From an optimization exercise on the open Yosys and OpenROAD flow, aimed at small area, a short achievable clock period and few clock cycles; shortcuts taken in it are not production practice.
Where RTL was checked, it was by simulation tests only, not by an equivalence proof against the original.
The RTL of run 1 was laid out without a check of its function.

===== flow/design.v =====
`default_nettype none
package epa_pkg;
  localparam int SCALAR_W = 32;
  localparam int APB_DW   = 32;
  localparam int APB_AW   = 4;
  localparam int N_ITER = 33;
  localparam logic [3:0] OP_ADD = 4'd0, OP_SUB = 4'd1, OP_RED = 4'd2, OP_MUL = 4'd3,
                         OP_DBLR = 4'd4, OP_BR = 4'd5, OP_CALL = 4'd6, OP_RET = 4'd7,
                         OP_SKIPZ = 4'd8, OP_SHK = 4'd9, OP_LDK = 4'd10, OP_FIN = 4'd11,
                         OP_ABSK = 4'd12;
  localparam logic [3:0] C_ZA = 4'd0, C_KMSB = 4'd1, C_CNT0 = 4'd2, C_KADD = 4'd3,
                         C_KDBL = 4'd4, C_KMUL = 4'd5, C_KCHK = 4'd6, C_PINF = 4'd7,
                         C_QINF = 4'd8, C_NEG = 4'd9, C_ALW = 4'd10;
  localparam logic [6:0] PC_START = 7'd0;
  function automatic logic [28:0] epa_rom(input logic [6:0] addr);
    case (addr)
      7'd0: epa_rom = 29'h18000a00;   
      7'd1: epa_rom = 29'h01c20a00;   
      7'd2: epa_rom = 29'h09ddca41;   
      7'd3: epa_rom = 29'h06efca00;   
      7'd4: epa_rom = 29'h0711ca00;   
      7'd5: epa_rom = 29'h06c9ca00;   
      7'd6: epa_rom = 29'h0a000617;   
      7'd7: epa_rom = 29'h0a000526;   
      7'd8: epa_rom = 29'h0733ca00;   
      7'd9: epa_rom = 29'h0755ca00;   
      7'd10: epa_rom = 29'h01620a00;   
      7'd11: epa_rom = 29'h09776a20;   
      7'd12: epa_rom = 29'h0a000414;   
      7'd13: epa_rom = 29'h0a001710;   
      7'd14: epa_rom = 29'h0a000847;   
      7'd15: epa_rom = 29'h0a000a35;   
      7'd16: epa_rom = 29'h0a001812;   
      7'd17: epa_rom = 29'h01600a00;   
      7'd18: epa_rom = 29'h0c000a62;   
      7'd19: epa_rom = 29'h0a000a35;   
      7'd20: epa_rom = 29'h0a000747;   
      7'd21: epa_rom = 29'h0c000a4a;   
      7'd22: epa_rom = 29'h0a000a35;   
      7'd23: epa_rom = 29'h0a000723;   
      7'd24: epa_rom = 29'h07910a00;   
      7'd25: epa_rom = 29'h07aeea00;   
      7'd26: epa_rom = 29'h01baca00;   
      7'd27: epa_rom = 29'h07baea00;   
      7'd28: epa_rom = 29'h076bca00;   
      7'd29: epa_rom = 29'h01bb6a00;   
      7'd30: epa_rom = 29'h0399aa00;   
      7'd31: epa_rom = 29'h01200a00;   
      7'd32: epa_rom = 29'h01400a00;   
      7'd33: epa_rom = 29'h0a180023;   
      7'd34: epa_rom = 29'h16000a00;   
      7'd35: epa_rom = 29'h01200a00;   
      7'd36: epa_rom = 29'h01400a00;   
      7'd37: epa_rom = 29'h16000a02;   
      7'd38: epa_rom = 29'h0a000747;   
      7'd39: epa_rom = 29'h0a001929;   
      7'd40: epa_rom = 29'h03010a00;   
      7'd41: epa_rom = 29'h10000a00;   
      7'd42: epa_rom = 29'h0a000247;   
      7'd43: epa_rom = 29'h012e0a00;   
      7'd44: epa_rom = 29'h01500a00;   
      7'd45: epa_rom = 29'h01620a00;   
      7'd46: epa_rom = 29'h09776a20;   
      7'd47: epa_rom = 29'h12000a30;   
      7'd48: epa_rom = 29'h0a000235;   
      7'd49: epa_rom = 29'h0c000a4a;   
      7'd50: epa_rom = 29'h0a001134;   
      7'd51: epa_rom = 29'h0c000a62;   
      7'd52: epa_rom = 29'h12000a30;   
      7'd53: epa_rom = 29'h0a160047;   
      7'd54: epa_rom = 29'h15e64a00;   
      7'd55: epa_rom = 29'h10000a00;   
      7'd56: epa_rom = 29'h01960a00;   
      7'd57: epa_rom = 29'h12000a3a;   
      7'd58: epa_rom = 29'h0a00023f;   
      7'd59: epa_rom = 29'h07998a00;   
      7'd60: epa_rom = 29'h0a00113e;   
      7'd61: epa_rom = 29'h07996a00;   
      7'd62: epa_rom = 29'h12000a3a;   
      7'd63: epa_rom = 29'h07b98a00;   
      7'd64: epa_rom = 29'h07ba2a00;   
      7'd65: epa_rom = 29'h0733aa00;   
      7'd66: epa_rom = 29'h07bb8a00;   
      7'd67: epa_rom = 29'h0755aa00;   
      7'd68: epa_rom = 29'h05320a00;   
      7'd69: epa_rom = 29'h05540a00;   
      7'd70: epa_rom = 29'h16000a00;   
      7'd71: epa_rom = 29'h01200a00;   
      7'd72: epa_rom = 29'h01400a00;   
      7'd73: epa_rom = 29'h16000a01;   
      7'd74: epa_rom = 29'h07954a00;   
      7'd75: epa_rom = 29'h07b38a00;   
      7'd76: epa_rom = 29'h01bbaa00;   
      7'd77: epa_rom = 29'h01bbaa00;   
      7'd78: epa_rom = 29'h07998a00;   
      7'd79: epa_rom = 29'h07d76a00;   
      7'd80: epa_rom = 29'h07756a00;   
      7'd81: epa_rom = 29'h01776a00;   
      7'd82: epa_rom = 29'h07ddca00;   
      7'd83: epa_rom = 29'h07cdca00;   
      7'd84: epa_rom = 29'h07532a00;   
      7'd85: epa_rom = 29'h01dd4a00;   
      7'd86: epa_rom = 29'h01554a00;   
      7'd87: epa_rom = 29'h01dd4a00;   
      7'd88: epa_rom = 29'h073dca00;   
      7'd89: epa_rom = 29'h0333aa00;   
      7'd90: epa_rom = 29'h0333aa00;   
      7'd91: epa_rom = 29'h03bb2a00;   
      7'd92: epa_rom = 29'h075daa00;   
      7'd93: epa_rom = 29'h01998a00;   
      7'd94: epa_rom = 29'h01998a00;   
      7'd95: epa_rom = 29'h01998a00;   
      7'd96: epa_rom = 29'h03558a00;   
      7'd97: epa_rom = 29'h0e000a00;   
      7'd98: epa_rom = 29'h0a161068;   
      7'd99: epa_rom = 29'h012e0a00;   
      7'd100: epa_rom = 29'h01500a00;   
      7'd101: epa_rom = 29'h01620a00;   
      7'd102: epa_rom = 29'h09776a20;   
      7'd103: epa_rom = 29'h0e000a00;   
      7'd104: epa_rom = 29'h07976a00;   
      7'd105: epa_rom = 29'h07af8a00;   
      7'd106: epa_rom = 29'h07996a00;   
      7'd107: epa_rom = 29'h07918a00;   
      7'd108: epa_rom = 29'h03bb2a00;   
      7'd109: epa_rom = 29'h03994a00;   
      7'd110: epa_rom = 29'h0a1a1072;   
      7'd111: epa_rom = 29'h0a18004a;   
      7'd112: epa_rom = 29'h01600a00;   
      7'd113: epa_rom = 29'h0e000a00;   
      7'd114: epa_rom = 29'h0777aa00;   
      7'd115: epa_rom = 29'h07dbaa00;   
      7'd116: epa_rom = 29'h07bbca00;   
      7'd117: epa_rom = 29'h07d3ca00;   
      7'd118: epa_rom = 29'h07398a00;   
      7'd119: epa_rom = 29'h0333aa00;   
      7'd120: epa_rom = 29'h0333ca00;   
      7'd121: epa_rom = 29'h0333ca00;   
      7'd122: epa_rom = 29'h03dd2a00;   
      7'd123: epa_rom = 29'h07d9ca00;   
      7'd124: epa_rom = 29'h07b5aa00;   
      7'd125: epa_rom = 29'h035daa00;   
      7'd126: epa_rom = 29'h0e000a00;   
      default: epa_rom = '0;
    endcase
  endfunction
endpackage
`default_nettype wire
`default_nettype none
module epa_alu #(
  parameter int DG = 3
) (
  input  logic [32:0]   ss_i,
  input  logic [32:0]   sc_i,
  input  logic [31:0]   a,
  input  logic          a0,
  input  logic [32:0]   ap,
  input  logic [30:0]   p,
  input  logic [DG-1:0] bd,
  output logic [32:0]   ss_o,
  output logic [32:0]   sc_o
);
  logic [32:0] ss, sc, m, sm, cy;
  logic        q;
  always_comb begin
    ss = ss_i;
    sc = sc_i;
    for (int j = 0; j < DG; j++) begin
      q  = ss[0] ^ sc[0] ^ (bd[j] & a0);
      case ({bd[j], q})
        2'b00:   m = '0;
        2'b01:   m = {2'b00, p};
        2'b10:   m = {1'b0, a};
        default: m = ap;
      endcase
      sm = ss ^ sc ^ m;
      cy = (ss & sc) | (ss & m) | (sc & m);
      ss = {1'b0, sm[32:1]};
      sc = cy;
    end
    ss_o = ss;
    sc_o = sc;
  end
endmodule
`default_nettype wire
`default_nettype none
module ecc_point_arithmetic_gfp_top #(
  parameter int FIELD_BITS = 31
) (
  input  logic                           clk,
  input  logic                           rst,
  input  logic                           in_valid,
  output logic                           in_ready,
  input  logic [1:0]                     kind,
  input  logic [FIELD_BITS-1:0]          p_x,
  input  logic [FIELD_BITS-1:0]          p_y,
  input  logic                           p_inf,
  input  logic [FIELD_BITS-1:0]          q_x,
  input  logic [FIELD_BITS-1:0]          q_y,
  input  logic                           q_inf,
  input  logic signed [epa_pkg::SCALAR_W-1:0] scalar,
  output logic                           out_valid,
  input  logic                           out_ready,
  output logic [FIELD_BITS-1:0]          r_x,
  output logic [FIELD_BITS-1:0]          r_y,
  output logic                           r_inf,
  output logic                           on_curve,
  input  logic                           psel,
  input  logic                           penable,
  input  logic                           pwrite,
  input  logic [epa_pkg::APB_AW-1:0]     paddr,
  input  logic [epa_pkg::APB_DW-1:0]     pwdata,
  output logic [epa_pkg::APB_DW-1:0]     prdata,
  output logic                           pready
);
  localparam int W  = FIELD_BITS;
  localparam int DG = 3;                     
  localparam int NC = epa_pkg::N_ITER / DG;           
  localparam logic [1:0] KIND_ADD = 2'd0;
  localparam logic [1:0] KIND_DBL = 2'd1;
  localparam logic [1:0] KIND_MUL = 2'd2;
  localparam logic [1:0] KIND_CHK = 2'd3;
  localparam logic [1:0] REG_MODULUS = 2'd0;
  localparam logic [1:0] REG_CURVE_A = 2'd1;
  localparam logic [1:0] REG_CURVE_B = 2'd2;
  localparam logic [3:0] R_ZERO = 4'd0, R_ONE = 4'd1, R_TWO = 4'd2, R_CP = 4'd3,
                         R_CA = 4'd4, R_CB = 4'd5, R_AM = 4'd6, R_PX = 4'd7, R_PY = 4'd8,
                         R_X = 4'd9, R_Y = 4'd10, R_Z = 4'd11, R_T1 = 4'd12, R_T2 = 4'd13,
                         R_T3 = 4'd14, R_K = 4'd15;
  logic [W-1:0] modulus, curve_a, curve_b;
  logic         cfg_wr;
  logic [31:0] am, px, py, rx, ry, rz, t1, t2, t3;
  logic        busy;
  logic [6:0]  pc, pc_nx, ret;
  logic [28:0] ir;
  logic [3:0]  op, dst, sa, sb;
  logic [4:0]  cnd;
  logic [6:0]  tgt;
  logic [6:0]  mc;
  logic        cond;
  logic        mc_last, mc_first;
  logic [1:0]  op_kind;
  logic        pinf, qinf, neg;
  logic [31:0] kreg;
  logic [5:0]  cnt;
  logic [31:0] rda, rdb;
  logic [32:0] ss, sc, ss_n, sc_n, ap;
  logic [31:0] mb;
  logic        ma0;
  logic [33:0] s3, c3, kneg;
  logic [33:0] xa, yb, kk, u, w;
  logic        cin;
  logic [31:0] res;
  logic        wen, za;
  logic [1:0]  aop;
  localparam logic [1:0] A_ADD = 2'd0, A_SUB = 2'd1, A_RED = 2'd2, A_CPA = 2'd3;
  assign pready   = 1'b1;
  assign in_ready = ~busy & ~out_valid;
  assign cfg_wr   = psel & penable & pwrite;
  assign r_x      = rx[W-1:0];
  assign r_y      = ry[W-1:0];
  always_comb begin
    prdata = '0;
    case (paddr[3:2])
      REG_MODULUS: prdata = epa_pkg::APB_DW'(modulus);
      REG_CURVE_A: prdata = epa_pkg::APB_DW'(curve_a);
      REG_CURVE_B: prdata = epa_pkg::APB_DW'(curve_b);
      default:     prdata = '0;
    endcase
  end
  always_ff @(posedge clk) begin
    if (rst) begin
      modulus <= W'(97);
      curve_a <= W'(2);
      curve_b <= W'(3);
    end else if (cfg_wr) begin
      case (paddr[3:2])
        REG_MODULUS: modulus <= pwdata[W-1:0];
        REG_CURVE_A: curve_a <= pwdata[W-1:0];
        REG_CURVE_B: curve_b <= pwdata[W-1:0];
        default: ;
      endcase
    end
  end
  always_comb begin
    op  = ir[28:25];
    dst = ir[24:21];
    sa  = ir[20:17];
    sb  = ir[16:13];
    cnd = ir[12:8];
    tgt = ir[6:0];
  end
  function automatic logic [31:0] rd(input logic [3:0] s, input logic [W-1:0] cp,
                                     input logic [W-1:0] ca, input logic [W-1:0] cb,
                                     input logic [31:0] am_, input logic [31:0] px_,
                                     input logic [31:0] py_, input logic [31:0] x_,
                                     input logic [31:0] y_, input logic [31:0] z_,
                                     input logic [31:0] t1_, input logic [31:0] t2_,
                                     input logic [31:0] t3_);
    case (s)
      R_ZERO:  rd = 32'd0;
      R_ONE:   rd = 32'd1;
      R_TWO:   rd = 32'd2;
      R_CP:    rd = {1'b0, cp};
      R_CA:    rd = {1'b0, ca};
      R_CB:    rd = {1'b0, cb};
      R_AM:    rd = am_;
      R_PX:    rd = px_;
      R_PY:    rd = py_;
      R_X:     rd = x_;
      R_Y:     rd = y_;
      R_Z:     rd = z_;
      R_T1:    rd = t1_;
      R_T2:    rd = t2_;
      R_T3:    rd = t3_;
      default: rd = 32'd0;
    endcase
  endfunction
  always_comb begin
    rda = rd(sa, modulus, curve_a, curve_b, am, px, py, rx, ry, rz, t1, t2, t3);
    rdb = rd(sb, modulus, curve_a, curve_b, am, px, py, rx, ry, rz, t1, t2, t3);
    za  = (rda == 32'd0) | (rda == {1'b0, modulus});
  end
  epa_alu #(
    .DG (DG)
  ) u_alu (
    .ss_i (ss),
    .sc_i (sc),
    .a    (rda),
    .a0   (ma0),
    .ap   (ap),
    .p    (modulus),
    .bd   (mb[DG-1:0]),
    .ss_o (ss_n),
    .sc_o (sc_n)
  );
  function automatic logic [33:0] padd(input logic [33:0] x, input logic [33:0] y,
                                       input logic ci);
    logic [34:0] g, pp;
    g  = {x & y, ci};
    pp = {x ^ y, 1'b0};
    for (int d = 1; d < 35; d = d * 2) begin
      for (int i = 34; i >= d; i--) begin
        g[i]  = g[i] | (pp[i] & g[i-d]);
        pp[i] = pp[i] & pp[i-d];
      end
    end
    padd = (x ^ y) ^ g[33:0];
  endfunction
  always_comb begin
    aop = A_ADD;
    case (op)
      epa_pkg::OP_SUB, epa_pkg::OP_LDK: aop = A_SUB;
      epa_pkg::OP_RED:         aop = A_RED;
      epa_pkg::OP_MUL:         aop = mc_last ? A_CPA : A_ADD;
      default:        aop = A_ADD;
    endcase
    xa  = {2'b00, rda};
    yb  = {2'b00, rdb};
    cin = 1'b0;
    kk  = '0;
    case (aop)
      A_ADD: begin
        if (op == epa_pkg::OP_MUL) yb = {3'b000, modulus};
        else kk = -{2'b00, modulus, 1'b0};
      end
      A_SUB: begin
        yb  = ~{2'b00, rdb};
        cin = 1'b1;
        kk  = {2'b00, modulus, 1'b0};
      end
      A_RED: begin
        yb  = ~{3'b000, modulus};
        cin = 1'b1;
        kk  = {3'b000, modulus};
      end
      default: begin
        xa = {1'b0, ss};
        yb = {1'b0, sc};
      end
    endcase
    u  = padd(xa, yb, cin);
    s3 = xa ^ yb ^ kk;
    c3 = {(xa[32:0] & yb[32:0]) | (xa[32:0] & kk[32:0]) | (yb[32:0] & kk[32:0]), 1'b0};
    w  = padd(s3, c3, cin);
    kneg = padd({2'b11, ~kreg}, 34'd0, 1'b1);
    case (aop)
      A_ADD:   res = (op == epa_pkg::OP_ADD || op == epa_pkg::OP_DBLR) && !w[33] ? w[31:0] : u[31:0];
      A_SUB:   res = u[33] ? w[31:0] : u[31:0];
      A_RED:   res = u[33] ? w[31:0] : u[31:0];
      default: res = u[31:0];
    endcase
  end
  always_comb begin
    case (cnd[3:0])
      epa_pkg::C_ZA:    cond = za;
      epa_pkg::C_KMSB:  cond = kreg[31];
      epa_pkg::C_CNT0:  cond = (cnt == 6'd0);
      epa_pkg::C_KADD:  cond = (op_kind == KIND_ADD);
      epa_pkg::C_KDBL:  cond = (op_kind == KIND_DBL);
      epa_pkg::C_KMUL:  cond = (op_kind == KIND_MUL);
      epa_pkg::C_KCHK:  cond = (op_kind == KIND_CHK);
      epa_pkg::C_PINF:  cond = pinf;
      epa_pkg::C_QINF:  cond = qinf;
      epa_pkg::C_NEG:   cond = neg;
      default: cond = 1'b1;
    endcase
    cond = cond ^ cnd[4];
  end
  always_comb begin
    pc_nx = pc + 7'd1;
    wen   = 1'b0;
    case (op)
      epa_pkg::OP_ADD, epa_pkg::OP_SUB, epa_pkg::OP_RED: wen = 1'b1;
      epa_pkg::OP_DBLR: begin
        wen = 1'b1;
        if (mc != tgt) pc_nx = pc;
      end
      epa_pkg::OP_MUL: begin
        wen = mc_last;
        if (!mc_last) pc_nx = pc;
      end
      epa_pkg::OP_BR:   if (cond) pc_nx = tgt;
      epa_pkg::OP_CALL: pc_nx = tgt;
      epa_pkg::OP_RET:  pc_nx = ret;
      epa_pkg::OP_SKIPZ: if (!kreg[31] && cnt != 6'd0) pc_nx = pc;
      epa_pkg::OP_SHK:  pc_nx = tgt;
      default: ;
    endcase
    if (!busy) pc_nx = epa_pkg::PC_START;
  end
  always_ff @(posedge clk) begin
    if (rst) begin
      busy      <= 1'b0;
      out_valid <= 1'b0;
    end else begin
      if (out_valid && out_ready) out_valid <= 1'b0;
      if (!busy) begin
        if (in_valid && in_ready) busy <= 1'b1;
      end else if (op == epa_pkg::OP_FIN) begin
        busy      <= 1'b0;
        out_valid <= 1'b1;
      end
    end
  end
  always_ff @(posedge clk) begin
    pc <= pc_nx;
    ir <= epa_pkg::epa_rom(pc_nx);
    if (busy) begin
      if (op == epa_pkg::OP_MUL) mc <= mc_last ? 7'd0 : mc + 7'd1;
      else if (op == epa_pkg::OP_DBLR) mc <= (mc == tgt) ? 7'd0 : mc + 7'd1;
      else mc <= 7'd0;
      mc_first <= (op == epa_pkg::OP_MUL) ? mc_last : 1'b1;
      mc_last  <= (op == epa_pkg::OP_MUL) && (mc == 7'(NC));
      if (op == epa_pkg::OP_MUL) begin
        if (mc_first) begin
          ma0 <= rda[0];
          mb <= rdb;
          ap <= u[32:0];
          ss <= '0;
          sc <= '0;
        end else begin
          mb <= mb >> DG;
          ss <= ss_n;
          sc <= sc_n;
        end
      end
      if (op == epa_pkg::OP_CALL) ret <= pc + 7'd1;
      case (op)
        epa_pkg::OP_SKIPZ: if (!kreg[31] && cnt != 6'd0) begin
          kreg <= kreg << 1;
          cnt  <= cnt - 6'd1;
        end
        epa_pkg::OP_SHK: begin
          kreg <= kreg << 1;
          cnt  <= cnt - 6'd1;
        end
        epa_pkg::OP_LDK: begin
          kreg <= res;
          cnt  <= 6'd32;
        end
        epa_pkg::OP_ABSK: if (neg) kreg <= kneg[31:0];
        epa_pkg::OP_FIN: begin
          r_inf    <= tgt[0];
          on_curve <= tgt[1];
        end
        default: ;
      endcase
    end else begin
      mc       <= 7'd0;
      mc_first <= 1'b1;
      mc_last  <= 1'b0;
    end
    if (!busy && !out_valid) begin
      px      <= {1'b0, p_x};
      py      <= {1'b0, p_y};
      rx      <= {1'b0, (kind == KIND_ADD) ? q_x : p_x};
      ry      <= {1'b0, (kind == KIND_ADD) ? q_y : p_y};
      kreg    <= scalar;
      neg     <= scalar[31];
      cnt     <= 6'd32;
      op_kind <= kind;
      pinf    <= p_inf;
      qinf    <= q_inf;
    end else if (busy && wen) begin
      case (dst)
        R_AM: am <= res;
        R_PX: px <= res;
        R_PY: py <= res;
        R_X:  rx <= res;
        R_Y:  ry <= res;
        R_Z:  rz <= res;
        R_T1: t1 <= res;
        R_T2: t2 <= res;
        R_T3: t3 <= res;
        default: ;
      endcase
    end
  end
endmodule
`default_nettype wire

===== flow/run.sh =====
#!/bin/bash
# synth_recipe.tcl (not shown) runs the flow's synth.tcl, then flattens the netlist and writes it again
# the make line also repeats each setting of config.mk as NAME=value (left out here)
make -C /OpenROAD-flow-scripts/flow DESIGN_CONFIG=/design/flow/config.mk WORK_HOME=/design/flow/orfs CLKGATE_MAP_FILE= SYNTH_SCRIPT=/design/flow/synth_recipe.tcl finish

===== flow/config.mk =====
export PLATFORM = sky130hd
export DESIGN_NAME = ecc_point_arithmetic_gfp_top
export DESIGN_NICKNAME = ecc_point_arithmetic_gfp_top
export VERILOG_FILES = /design/flow/design.v
export SDC_FILE = /design/flow/constraint.sdc
export NUM_CORES = 4
export LEC_CHECK = 0
export CAP_MARGIN = 20
export CORE_MARGIN = 2
export CORE_UTILIZATION = 40
export SETUP_SLACK_MARGIN = 5
export SLEW_MARGIN = 20

===== flow/constraint.sdc =====
create_clock -name core_clock -period 10.0 [get_ports {clk}]
set_input_delay 2.0000 -clock core_clock [delete_from_list [all_inputs] [get_ports {clk}]]
set_output_delay 2.0000 -clock core_clock [all_outputs]
set_load 0.01 [all_outputs]

==> results of run 1 <==
worst reg2reg max path, delay by kind of cell (launching register included):
family | cells | cell delay [ps]
adder cells (fa/ha/maj) | 2 | 840
AO/OA/AOI/OAI | 13 | 3450
AND/OR/NAND/NOR | 5 | 1280
buffers and inverters | 4 | 560
flip-flops | 1 | 390
Yosys cell counts (37+ instances only):
cell type	instances	area, um2
fa_1	126	2520
o22ai_1	44	275
xor2_1	42	368
a31oi_1	96	601
a21o_1	46	345
inv_1	302	1130
nor2b_1	105	657
buf_4	82	616
xnor2_1	86	753
a21oi_1	348	1740
a211oi_1	37	278
and3_1	54	338
a221oi_1	109	955
o21ai_0	282	1410
nor2_1	470	1760
nand3_1	73	365
nand2_1	644	2420
edfxtp_1	461	13800
dfxtp_1	149	2980
clkbuf_1	301	1130
mux2i_1	124	1240
buf_2	39	195
mux2_2	80	901
a22o_1	166	1450
a22oi_1	179	1340
nand3b_1	40	300
ha_1	98	1230
nor3_1	92	460
routing by layer:
layer  part of all wire  track usage
met1               0.36        0.473
met2               0.40        0.535
met3               0.15        0.152
met4              0.080        0.239
met5             0.0010       0.0124
cell type report:
class | instances | area [um2] | area share
antenna | 8 | 20.0 | 0.000321
clock buffer | 95 | 2010 | 0.0323
clock inverter | 36 | 350 | 0.00561
inverter | 310 | 1250 | 0.0201
multi-input combinational | 3896 | 30700 | 0.491
sequential | 610 | 16900 | 0.270
tap | 1512 | 1890 | 0.0303
timing repair buffer | 893 | 9300 | 0.149
timing repair inverter | 3 | 45.0 | 0.000722
state kept, by name (all words and copies together) (netlist names), 6 cells and up:
name	flops
am	32
ap	33
cnt	6
curve_a	31
curve_b	31
ir	28
kreg	32
mb	32
mc	7
modulus	31
pc	7
px	32
py	32
ret	7
rx	32
ry	32
rz	32
sc	33
ss	32
t1	32
t2	32
t3	32
kinds of logic (layout without fill, tap and decap cells):
family,count (synthesis),in the layout,synth area share
simple gates,1724,1727,0.173
flops,610,610,0.363
xor+xnor,128,128,0.0242
other cells,2,10,0.000162
compound gates,1607,1609,0.238
mux,206,206,0.0469
fa+ha+maj,224,224,0.0808
buf+inv,773,1337,0.0736
stage by stage:
step | utilization
floorplan | -
global placement | 0.446
detailed placement | 0.446
CTS | 0.518
global route | 0.544
finish | 0.544
placed cells by master (no fill, tap or decap), types with 136 or more instances in the layout:
cell type / synthesis / final
nand2_1: 644 / 570
edfxtp_1: 461 / 461
nor2_1: 470 / 363
buf_4: 82 / 352
a21oi_1: 348 / 299
inv_1: 302 / 286
clkdlybuf4s50_1: 0 / 262
o21ai_0: 282 / 171
a22oi_1: 179 / 161
a22o_1: 166 / 159
buf_6: 20 / 149
dfxtp_1: 149 / 136
how the worst max path moves through the flow:
stage               start        to  slack (ps)
2_1_floorplan  modulus[1]  kreg[19]        4090
3_3_place_gp       ir[14]     py[3]        1920
3_5_place_dp       ir[14]     px[3]        1970
4_1_cts            ir[14]  kreg[21]        3470
5_1_grt            ir[25]  kreg[19]        3130
6_report           ir[18]  kreg[19]        3210
what timing repair did:
item                       4_1_cts  5_1_grt
gates resized for setup        911      420
setup endpoints to repair      478      466
hold endpoints to repair         0        0
pin swaps                      190      194
buffers inserted               277      128
gates cloned                    29        2
==> results.txt, run 1 <==
pin count of the biggest net entering global routing=96; hold depth=1; Critical Path Most Common Cell=a21oi_1; Relative slew margins=0.235; crit end category=flip-flop; CTS Buf Count=72; WP depth=24; H-tree depth=3; worst hold path class=reg2reg; DRC=0; Synth Register Bits=610; Core ar.=0.115 mm2; global-route wire length before repair=324000 um; cell family with most CP delay=compound AO/OA/AOI/OAI gates; final instance area=0.0624 mm2; Async SR Flop Fraction=0; Register-to-Register Path Depth=24; r2r endpoint=kreg[19]; WL/cell=31.7 um; Die ar.=0.119 mm2; Starting Density=0.404; Slew @ Worst Pin=1140 ps; minimum clock period=6790 ps; Routed WL=233000 um; buffer and inverter count on the worst path=4; row cnt=124; Die W=344 um; fin crit share=0.679; Cells after DPL=6787; post-synth cell types=108; Via density=6.63; EDFF count, synth=461; Nets=6213; final setup fails=0; DIE HEIGHT=344 um; root buf cell=clkbuf_16; All-Layer GR Usage=0.377; hold-fix buffer count after cts=0; share of post-route cells with drive strength above 1=0.271; Crit-path slowest cell=nor2b_4; Hold Crit Endpoint=mc[0]; Synthesized Nets=5701; reg2reg setup slack=3210 ps; ys flop type=edfxtp_1; Final Max Tran Viols=0; Clock Sinks=610; CP peak stage delay=540 ps; GPL Wtd Cong=1.05; Worst Skew=44.1 ps; RSZ-0062 raised after global routing=true; Area growth syn-to-layout=34.6%; DR pass1 iterations=8; CP required=10380 ps; worst-skew pair later-pin latency=670 ps; setup TNS=0 ps; Synth warnings=2; fillers=10100; placed inst area=0.0511 mm2; worst r2r src=ir[18]; post-route ant nets=0; Hold WS=482 ps; WS Path Type=reg2reg; cells along the critical path=buf_12, buf_4, nor2b_4, a22oi_1, o221ai_1, nor2_1, a21oi_1, fa_1, ha_1, nor2b_1, o21ai_0, nand2b_1, a21oi_1, nor3b_2, o31a_1, o211ai_1, o211ai_1, buf_4, buf_6, a21o_4, o21ai_4, a22o_4, a222oi_1, a21oi_1; Non-Filler Instances=7363; beginning of the worst hold path=mc[0]; crit path DAT=7160 ps; outcome=timing/DRC/antenna clean; setup ws final=3210 ps; gr ovfl total=0; Post-Synthesis Cell Area=0.0464 mm2; post-DP HPWL=157000 um; CTS tree=done; CP startpoint kind=flip-flop; IO Pins=302; average size of a mapped cell=8.79 um2; MaxCap Viol Count=0; Clk pin slew, worst setup/hold paths=60 ps; Buffers on Ports=296; FMAX=147 MHz; register area share after synthesis=0.363; Syn Inst Count=5274; Via Count=48800; clk buf depth=3; number of global-route vias before repair=45100; Starting DRT DRC Count=7336; worst-path maximum fanout=12; initial antenna violation count=9; pre-CTS setup slack=1970 ps; Fin. Hold Viols=0
==> run 2: changes to the inputs <==
--- a/flow/design.v
+++ b/flow/design.v
@@ -153,7 +153,6 @@
   input  logic [32:0]   ss_i,
   input  logic [32:0]   sc_i,
   input  logic [31:0]   a,
-  input  logic          a0,
   input  logic [32:0]   ap,
   input  logic [30:0]   p,
   input  logic [DG-1:0] bd,
@@ -166,7 +165,7 @@
     ss = ss_i;
     sc = sc_i;
     for (int j = 0; j < DG; j++) begin
-      q  = ss[0] ^ sc[0] ^ (bd[j] & a0);
+      q  = ss[0] ^ sc[0] ^ (bd[j] & a[0]);
       case ({bd[j], q})
         2'b00:   m = '0;
         2'b01:   m = {2'b00, p};
@@ -245,9 +244,7 @@
   logic [5:0]  cnt;
   logic [31:0] rda, rdb;
   logic [32:0] ss, sc, ss_n, sc_n, ap;
-  logic [31:0] mb;
-  logic        ma0;
-  logic [33:0] s3, c3, kneg;
+  logic [31:0] ma, mb;
   logic [33:0] xa, yb, kk, u, w;
   logic        cin;
   logic [31:0] res;
@@ -321,32 +318,20 @@
     rdb = rd(sb, modulus, curve_a, curve_b, am, px, py, rx, ry, rz, t1, t2, t3);
     za  = (rda == 32'd0) | (rda == {1'b0, modulus});
   end
+  assign mc_first = (mc == 7'd0);
+  assign mc_last  = (mc == 7'(NC + 1));
   epa_alu #(
     .DG (DG)
   ) u_alu (
     .ss_i (ss),
     .sc_i (sc),
-    .a    (rda),
-    .a0   (ma0),
+    .a    (ma),
     .ap   (ap),
     .p    (modulus),
     .bd   (mb[DG-1:0]),
     .ss_o (ss_n),
     .sc_o (sc_n)
   );
-  function automatic logic [33:0] padd(input logic [33:0] x, input logic [33:0] y,
-                                       input logic ci);
-    logic [34:0] g, pp;
-    g  = {x & y, ci};
-    pp = {x ^ y, 1'b0};
-    for (int d = 1; d < 35; d = d * 2) begin
-      for (int i = 34; i >= d; i--) begin
-        g[i]  = g[i] | (pp[i] & g[i-d]);
-        pp[i] = pp[i] & pp[i-d];
-      end
-    end
-    padd = (x ^ y) ^ g[33:0];
-  endfunction
   always_comb begin
     aop = A_ADD;
     case (op)
@@ -379,11 +364,8 @@
         yb = {1'b0, sc};
       end
     endcase
-    u  = padd(xa, yb, cin);
-    s3 = xa ^ yb ^ kk;
-    c3 = {(xa[32:0] & yb[32:0]) | (xa[32:0] & kk[32:0]) | (yb[32:0] & kk[32:0]), 1'b0};
-    w  = padd(s3, c3, cin);
-    kneg = padd({2'b11, ~kreg}, 34'd0, 1'b1);
+    u = xa + yb + 34'(cin);
+    w = xa + yb + kk + 34'(cin);
     case (aop)
       A_ADD:   res = (op == epa_pkg::OP_ADD || op == epa_pkg::OP_DBLR) && !w[33] ? w[31:0] : u[31:0];
       A_SUB:   res = u[33] ? w[31:0] : u[31:0];
@@ -450,11 +432,9 @@
       if (op == epa_pkg::OP_MUL) mc <= mc_last ? 7'd0 : mc + 7'd1;
       else if (op == epa_pkg::OP_DBLR) mc <= (mc == tgt) ? 7'd0 : mc + 7'd1;
       else mc <= 7'd0;
-      mc_first <= (op == epa_pkg::OP_MUL) ? mc_last : 1'b1;
-      mc_last  <= (op == epa_pkg::OP_MUL) && (mc == 7'(NC));
       if (op == epa_pkg::OP_MUL) begin
         if (mc_first) begin
-          ma0 <= rda[0];
+          ma <= rda;
           mb <= rdb;
           ap <= u[32:0];
           ss <= '0;
@@ -479,7 +459,7 @@
           kreg <= res;
           cnt  <= 6'd32;
         end
-        epa_pkg::OP_ABSK: if (neg) kreg <= kneg[31:0];
+        epa_pkg::OP_ABSK: if (neg) kreg <= 32'd0 - kreg;
         epa_pkg::OP_FIN: begin
           r_inf    <= tgt[0];
           on_curve <= tgt[1];
@@ -487,9 +467,7 @@
         default: ;
       endcase
     end else begin
-      mc       <= 7'd0;
-      mc_first <= 1'b1;
-      mc_last  <= 1'b0;
+      mc <= 7'd0;
     end
     if (!busy && !out_valid) begin
       px      <= {1'b0, p_x};
--- a/flow/config.mk
+++ b/flow/config.mk
@@ -8,5 +8,4 @@
 export CAP_MARGIN = 20
 export CORE_MARGIN = 2
 export CORE_UTILIZATION = 40
-export SETUP_SLACK_MARGIN = 5
 export SLEW_MARGIN = 20
==> run 2 against run 1 <==
Against the previous run:
- still clean on timing, DRC and antenna
- area after synthesis increased by 0.86%
- sequential share of layout area increased by 5.6 points
- setup slack got worse by 2700 ps
- critical path depth increased by 6
- maximum frequency decreased by 28%
- non-clock buffer count decreased by 327
- design area decreased by 13%
- cell count decreased by 6.7%
- highest routed layer unchanged
==> results.txt, run 2 <==
Routed WL=220000 um (-5.9%); global-route wire length before repair=309000 um (-4.5%); Post-Synthesis Cell Area=0.0468 mm2 (+0.86%); number of global-route vias before repair=42500 (-5.8%); clk buf depth=3 (unchanged); cell family with most CP delay=compound AO/OA/AOI/OAI gates; Buffers on Ports=296 (unchanged); crit path DAT=9850 ps (+2690 ps); All-Layer GR Usage=0.353 (-0.0238); Core ar.=0.116 mm2 (+1.2%); gr ovfl total=0 (unchanged); crit end category=flip-flop; Worst Skew=40.9 ps (-3.13 ps); Clock Sinks=639 (+4.8%); ys flop type=edfxtp_1; Via density=6.64 (+0.14%); Synth Register Bits=639 (+4.8%); Nets=5677 (-8.6%); Die W=346 um (+0.42%); Crit-path slowest cell=o221ai_1; buffer and inverter count on the worst path=3 (-1); post-synth cell types=118 (+9.3%); outcome=timing/DRC/antenna clean; worst r2r src=ir[19]; pin count of the biggest net entering global routing=96 (unchanged); share of post-route cells with drive strength above 1=0.125 (-0.146); Register-to-Register Path Depth=30 (+25%); Synth area leaders=edfxtp_1 (32%), dfxtp_1 (6.3%), nand2_1 (4.6%); row cnt=125 (+0.81%); average size of a mapped cell=9.17 um2 (+4.3%); CP peak stage delay=980 ps (+440 ps); post-route ant nets=0 (unchanged); H-tree depth=3 (unchanged); CP startpoint kind=flip-flop; Area growth syn-to-layout=16.3%; RSZ-0062 raised after global routing=false; Synthesized Nets=5498 (-3.6%); initial antenna violation count=5 (-4); FMAX=106 MHz (-28%); WS Path Type=reg2reg; synth cell count leaders=nand2_1 (571), edfxtp_1 (492), nor2_1 (458); setup TNS=0 ps (unchanged); Synth top area share=0.316 (+0.0174); register area share after synthesis=0.379 (+0.0160); multi-input logic area=0.0261 mm2 (-15%); hold-fix buffer count after cts=0 (unchanged); Starting Density=0.403 (-0.00142); Starting DRT DRC Count=7414 (+1.1%); Slew @ Worst Pin=1210 ps (+68.9 ps); root buf cell=clkbuf_16; final setup fails=0 (unchanged); DRC=0 (unchanged); Relative slew margins=0.196 (-0.0395); Sequential Area=0.0177 mm2 (+5.1%); Critical Path Most Common Cell=a21oi_1; fillers=11100 (+9.5%); Syn Inst Count=5100 (-3.3%); crit path to=kreg[12]; count leader, synth=nand2_1; minimum clock period=9450 ps (+2670 ps); WP depth=30 (+25%); reg2reg setup slack=550 ps (-2670 ps); Synth area leader=edfxtp_1; Async SR Flop Fraction=0 (unchanged); Die ar.=0.120 mm2 (+0.85%); IO Pins=302 (unchanged); post-DP HPWL=162000 um (+3.3%); fin crit share=0.945 (+0.267); most frequent cells in the layout=nand2_1 (569), edfxtp_1 (492), nor2_1 (441); final core utilization=0.469 (-0.0758); worst hold path class=reg2reg; commonest non-fill, non-tap cell in the layout=nand2_1; EDFF count, synth=492 (+6.7%); Synth warnings=2 (unchanged); Via Count=45600 (-6.6%); Fin. Hold Viols=0 (unchanged); Final Max Tran Viols=0 (unchanged); CP required=10390 ps (about the same); Clk pin slew, worst setup/hold paths=60 ps (about the same); worst setup path start=ir[19]; CTS tree=done; DR pass1 iterations=10 (+2); GPL Wtd Cong=1.04 (-0.43%); r2r endpoint=kreg[12]; DIE HEIGHT=346 um (+0.42%); CTS Buf Count=77 (+6.9%); MaxCap Viol Count=0 (unchanged); WL/cell=32.0 um (+0.93%); worst-path maximum fanout=27 (+15); worst-skew pair later-pin latency=680 ps (about the same); biggest regs=ap (33), sc (33)
-- run 2: changes by cell type in the layout (fill, tap and decap cells not counted), moves of 51 or more --
| cell | delta |
|---|---|
| buf_4 | -97 |
| o21ai_2 | -56 |
| and2_1 | +54 |
| inv_1 | -57 |
| buf_6 | -149 |
| nor2_4 | -63 |
| a21oi_1 | +51 |
| mux2_2 | +74 |
| nor2_1 | +78 |
-- run 2: cells by family after synthesis --
kind of cell,Yosys count,share of synthesized area
XOR/XNOR,158,0.0296
adder cells (fa/ha/maj),198,0.0682
multiplexers,254,0.0586
AND/OR/NAND/NOR,1571,0.158
buffers and inverters,709,0.0669
flip-flops,639,0.379
other,2,0.000161
AO/OA/AOI/OAI,1569,0.239
-- run 2: worst min-delay path by stage --
stage               startpoint  endpoint  slack [ps]  cells after the start
floorplan                ir[1]  on_curve         410                      0
global placement        cnt[5]    cnt[5]         490                      2
detailed placement      cnt[5]    cnt[5]         500                      2
CTS                     py[31]    py[31]         510                      2
global route             mc[0]     mc[0]         530                      1
finish                  cnt[1]    cnt[1]         510                      2
-- run 2: metrics by stage --
stage / instances / instance area (um2) / hold WS [ps] / setup slack [ps]
detailed placement: 6723 / 51800 / 496 / 434
CTS: 6864 / 54300 / 507 / 325
global route: 6865 / 54400 / 534 / 59.9
global placement: 6723 / 51800 / 487 / 582
finish: 6868 / 54400 / 506 / 548
floorplan: 5100 / 46800 / 406 / 1510
-- run 2: area by class of cell --
cell class,instances,share of cell area
multi-input cells,3752,0.481
flip-flops and latches,639,0.326
repair buffers,566,0.0954
clock buffers,102,0.0389
well taps,1524,0.0351
inverters,243,0.0169
clock inverters,39,0.00683
diodes,3,0.000138
-- run 2: worst register-to-register path, delay by kind of cell (launching register included) --
kind | cells | cell delay, ps
compound gates | 19 | 5250
simple gates | 5 | 1580
flops | 1 | 840
buf+inv | 3 | 650
fa+ha+maj | 2 | 530
mux | 1 | 330
-- run 2: layer usage --
metal	track usage	up-vias	part of all wire
li1	-	19300	-
met1	0.484	22300	0.40
met2	0.482	3306	0.39
met3	0.142	629	0.15
met4	0.163	2	0.055
met5	0	-	0.000077
-- run 2: what timing repair did --
action | 4_1_cts | 5_1_grt
setup endpoints to repair | 0 | 150
setup buffers | 0 | 0
gates resized for setup | 0 | 6
Testbench counts of run 2, summed over its fixed seeds: cycles 277,190.

-- static timing again, ports no longer ideal --
The results above use ideal ports. As a check the final layouts listed here were re-extracted and re-timed, cells and wires unchanged. Step 1: set_driving_cell puts a clkbuf_16 on clk and a buf_2 on each other input, an assumption about the parent block. Step 2 moves the port delays by t, midway between the first and last clock arrival at a register: inputs arrive t later, outputs are due t later. That takes back most of the time a late clock gives input paths. a / b / c = ideal ports / drivers / drivers and shift; a / b = the first two.
| run | t (ns) | setup WS [ns] | latest minus earliest clock arrival (ns) | worst slew at a driven data input, ns | pins driven straight from the clock port |
|---|---|---|---|---|---|
| run 1 | 0.725 | 3.215 / 3.215 / 3.215 | 0.044 / 0.044 | 0.15 | 1 |
| run 2 | 0.738 | 0.548 / 0.548 / 0.548 | 0.041 / 0.041 | 0.10 | 1 |
After both steps setup and hold are still met in every run listed.
